What follows belongs to an exercise in optimizing a design on an open flow for small area, a short achievable clock period and few clock cycles per item; a production flow would make more cautious choices. At most, simulation tests tie the RTL to the original design; equivalence was not proved. Power figures rest on the tool's default switching activity, not on a simulated workload.

==> flow/design.v (excerpt) <==
module tlb_page_table_lru_translate_core
(
   input  logic               clock,
   input  logic               reset,
   input  logic               start,
   output logic               busy,
   input  logic [ADDR_W-1:0]  req_logical_address,
   output logic               rsp_valid,
   output logic [PHYS_W-1:0]  rsp_physical_address,
   output logic               rsp_tlb_hit,
   output logic               rsp_page_fault,
   output logic               rsp_evicted,
   output logic [PAGE_W-1:0]  rsp_evicted_page,
   output logic [FRAME_W-1:0] rsp_frame_used,
   output logic [TLB_W-1:0]   rsp_tlb_slot,
   output logic [COUNT_W-1:0] rsp_hit_total,
   output logic [COUNT_W-1:0] rsp_fault_total
);
Size in the first run: ~460 cells after synthesis, roughly 130 flip-flops, about 72 I/O pins, about 5400 um^2 of cells after synthesis.
export LEC_CHECK = 0
export CAP_MARGIN = 20
export CORE_MARGIN = 2
export CORE_UTILIZATION = 40
export SLEW_MARGIN = 20
create_clock -name core_clock -period 8.5 [get_ports {clock}]
run.sh (not shown) runs the stock make flow with config.mk's settings and CLKGATE_MAP_FILE= SYNTH_SCRIPT=/design/flow/synth_recipe.tcl, a recipe that flattens the netlist after the stock synthesis.
Testbench counts at the start, summed over its fixed seeds: cycles 16,016, items 16,000.
Rerun with:
==> flow/flow/run.sh (new file) <==
#!/bin/bash
# Standard layout, with small port buffers and a clock tree without dummy loads.
set -euo pipefail
export BUFFER_PORTS_ARGS="-buffer_cell sky130_fd_sc_hd__buf_2"
export CTS_ARGS="-sink_clustering_enable -repair_clock_nets -dont_use_dummy_load"
bash standard.sh > standard.log 2>&1
==> flow/standard.sh (new file) <==
#!/bin/bash
# synth_recipe.tcl (not shown) runs the flow's synth.tcl, then flattens the netlist and writes it again
# the make line also repeats each setting of config.mk as NAME=value (left out here)
make -C /OpenROAD-flow-scripts/flow DESIGN_CONFIG=/design/flow/config.mk WORK_HOME=/design/flow/orfs CLKGATE_MAP_FILE= SYNTH_SCRIPT=/design/flow/synth_recipe.tcl "${@:-finish}"
removed: flow/run.sh
After rerunning: The new run ran to the end with no violations. Core utilization decreases by 4.3 points. Cell count decreases by 2.4%. Total power decreases by 12%. Combinational power decreases by 14%. Cell area decreases by 8.4%. Area after synthesis stays the same. Routed wire length barely changes.

---

Setup of build 52:
Another version of the RTL of tlb_page_table_lru_translate_core (not shown whole).
Size in the first run: ~440 cells after synthesis.
export LEC_CHECK = 0
export CAP_MARGIN = 20
export CORE_MARGIN = 2
export CORE_UTILIZATION = 60
export CTS_BUF_LIST = sky130_fd_sc_hd__clkbuf_4 sky130_fd_sc_hd__clkbuf_8
export CTS_CLUSTER_DIAMETER = 60
export CTS_CLUSTER_SIZE = 30
export SLEW_MARGIN = 20
create_clock -name core_clock -period 8.5 [get_ports {clock}]
standard.sh (not shown) runs the stock make flow with config.mk's settings and CLKGATE_MAP_FILE= SYNTH_SCRIPT=/design/flow/synth_recipe.tcl, a recipe that flattens the netlist after the stock synthesis.
==> flow/flow/run.sh <==
#!/bin/bash
# Standard layout with small port buffers, a clock tree of small leaf buffers
# under one strong root buffer and no dummy loads, and timing repair aimed
# below the design's period.
set -euo pipefail
export BUFFER_PORTS_ARGS="-buffer_cell sky130_fd_sc_hd__buf_2"
export CTS_ARGS="-repair_clock_nets -dont_use_dummy_load -buf_list sky130_fd_sc_hd__clkbuf_8 -root_buf sky130_fd_sc_hd__clkbuf_16"
export SETUP_SLACK_MARGIN=5.95
export POST_GLOBAL_ROUTE_TCL="$(pwd)/flow/recover.tcl"
bash standard.sh > standard.log 2>&1
==> flow/flow/recover.tcl <==
# After global routing: downsize gates off the critical paths, then repair
# timing again to the same margin, and reroute the nets that changed.
global_route -start_incremental
repair_timing -recover_power 100 -verbose
repair_timing -setup_margin $::env(SETUP_SLACK_MARGIN) -repair_tns 100 -verbose
detailed_placement
global_route -end_incremental
estimate_parasitics -global_routing
report_design_area
report_worst_slack -max
What build 53 does differently from build 52 at the input level:
==> flow/flow/run.sh <==
#!/bin/bash
# Standard layout, with small port buffers and a clock tree without dummy loads.
set -euo pipefail
export BUFFER_PORTS_ARGS="-buffer_cell sky130_fd_sc_hd__buf_2"
export CTS_ARGS="-sink_clustering_enable -repair_clock_nets -dont_use_dummy_load -buf_list {sky130_fd_sc_hd__clkbuf_4 sky130_fd_sc_hd__clkbuf_8} -sink_clustering_size 30 -sink_clustering_max_diameter 60"
export SETUP_SLACK_MARGIN=5.8
bash standard.sh > standard.log 2>&1
removed: flow/flow/recover.tcl
==> results.txt <==
Number of global-route vias before repair down 4.7% in build 53 wrt build 52
Build 53 packs its core looser than build 52.
Going from build 52 to build 53, setup slack shrinks by 0.12 ns.
Comparing final cell count for build 53 and build 52, the smaller number came from build 53.
The critical path launch point comes out u_datapath.u_hit_count.count[5] in one run and u_datapath.u_hit_count.count[7] in the other, namely in build 52 and build 53 respectively.
Diff build 53..build 52 | combined buffer and inverter count along the critical path | negligible
Detailed route, build 53 vs build 52: via total lower for build 53
Relative to build 53, the following input files were edited for build 64:
==> flow/flow/run.sh <==
#!/bin/bash
# Standard layout with small port buffers, a clock tree of small leaf buffers
# under one strong root buffer and no dummy loads, and timing repair aimed
# below the design's period.
set -euo pipefail
export BUFFER_PORTS_ARGS="-buffer_cell sky130_fd_sc_hd__buf_2"
export CTS_ARGS="-repair_clock_nets -dont_use_dummy_load -buf_list sky130_fd_sc_hd__clkbuf_8 -root_buf sky130_fd_sc_hd__clkbuf_16"
export SETUP_SLACK_MARGIN=6.05
export POST_GLOBAL_ROUTE_TCL="$(pwd)/flow/recover.tcl"
bash standard.sh > standard.log 2>&1
==> flow/flow/recover.tcl (new file) <==
# After global routing: downsize gates off the critical paths, then repair
# timing again to the same margin, and reroute the nets that changed.
global_route -start_incremental
repair_timing -recover_power 100 -verbose
repair_timing -setup_margin $::env(SETUP_SLACK_MARGIN) -repair_tns 100 -verbose
detailed_placement
global_route -end_incremental
estimate_parasitics -global_routing
report_design_area
report_worst_slack -max
[summary]
- Routed wire in build 64 totals more than in build 53.
- Build 64 vs. build 53: number of buffers inserted to repair setup after CTS now sits higher; post-route met1 wirelength now sits higher.
- | leakage component of the power | higher: build 64 |
For build 11, these inputs were changed with respect to build 64:
==> flow/flow/run.sh <==
#!/bin/bash
# Standard layout, with small port buffers and a clock tree without dummy loads.
set -euo pipefail
export BUFFER_PORTS_ARGS="-buffer_cell sky130_fd_sc_hd__buf_2"
export CTS_ARGS="-sink_clustering_enable -repair_clock_nets -dont_use_dummy_load -buf_list {sky130_fd_sc_hd__clkbuf_4 sky130_fd_sc_hd__clkbuf_8} -sink_clustering_size 30 -sink_clustering_max_diameter 60"
export SETUP_SLACK_MARGIN=5.9
bash standard.sh > standard.log 2>&1
removed: flow/flow/recover.tcl
### Flow results
Build 64: full flow OK, the timing, DRC and antenna checks passed. Build 11: PASS, flow complete, no timing, DRC or antenna violations. Post-route fraction of the period consumed by the critical path delta for build 11 relative to build 64: 1.1 points higher. Build 11 against build 64: post-layout instance count excluding filler cells has decreased, clock skew after layout has remained practically unchanged, clock network fraction of design power up 0.3 points. Build 11 supports a lower top clock frequency than build 64. Wire length of the first global-routing pass delta (build 11 -> build 64): insignificant. Build 11 against build 64: global routing usage on met3 now larger; overall routed net length now smaller; number of cell instances on the worst register-to-register path now larger; switching share of total power now larger. Final-layout worst hold slack essentially unchanged between build 64 and build 11.
Function was not checked in any run of this note: the RTL went through the layout flow alone.

==> port drivers added, routing unchanged <==
No port has a modelled driver above. Below, the same layouts with a new extraction and two added sets of constraints. Step 1: set_driving_cell puts a clkbuf_16 on clock and a buf_2 on each other input, an assumption about the parent block. Step 2 adds t to the input delays and takes it off the output delays; t is the mean of the earliest and latest rising clock arrival at the registers after step 1. Input paths then give back, and output paths get back, about the clock's delay inside the block. Slacks: ideal / step 1 / step 2; pairs: ideal / step 1.
run | t, ns | setup slack, ns | worst hold slack (ns) | slew at the worst register clock pin (ns) | worst slew at a driven data input, ns
the first run of note 1 | 0.453 | 5.342 / 5.313 / 5.217 | 0.326 / 0.326 / 0.326 | 0.06 / 0.06 | 0.03
the second run of note 1 | 0.450 | 5.404 / 5.404 / 5.399 | 0.325 / 0.325 / 0.325 | 0.06 / 0.06 | 0.04
build 52 | 0.386 | 5.964 / 5.927 / 6.020 | 0.328 / 0.328 / 0.328 | 0.09 / 0.09 | 0.03
build 53 | 0.448 | 5.843 / 5.811 / 5.890 | 0.328 / 0.328 / 0.328 | 0.09 / 0.09 | 0.03
build 64 | 0.387 | 5.985 / 5.946 / 6.038 | 0.330 / 0.330 / 0.330 | 0.09 / 0.09 | 0.03
build 11 | 0.451 | 5.894 / 5.861 / 5.949 | 0.328 / 0.328 / 0.328 | 0.09 / 0.09 | 0.03
After both steps setup and hold are still met in every run listed. For the first run of note 1, which loses most, drivers alone change the setup slack by -0.029 ns; drivers and shift together by -0.125 ns.
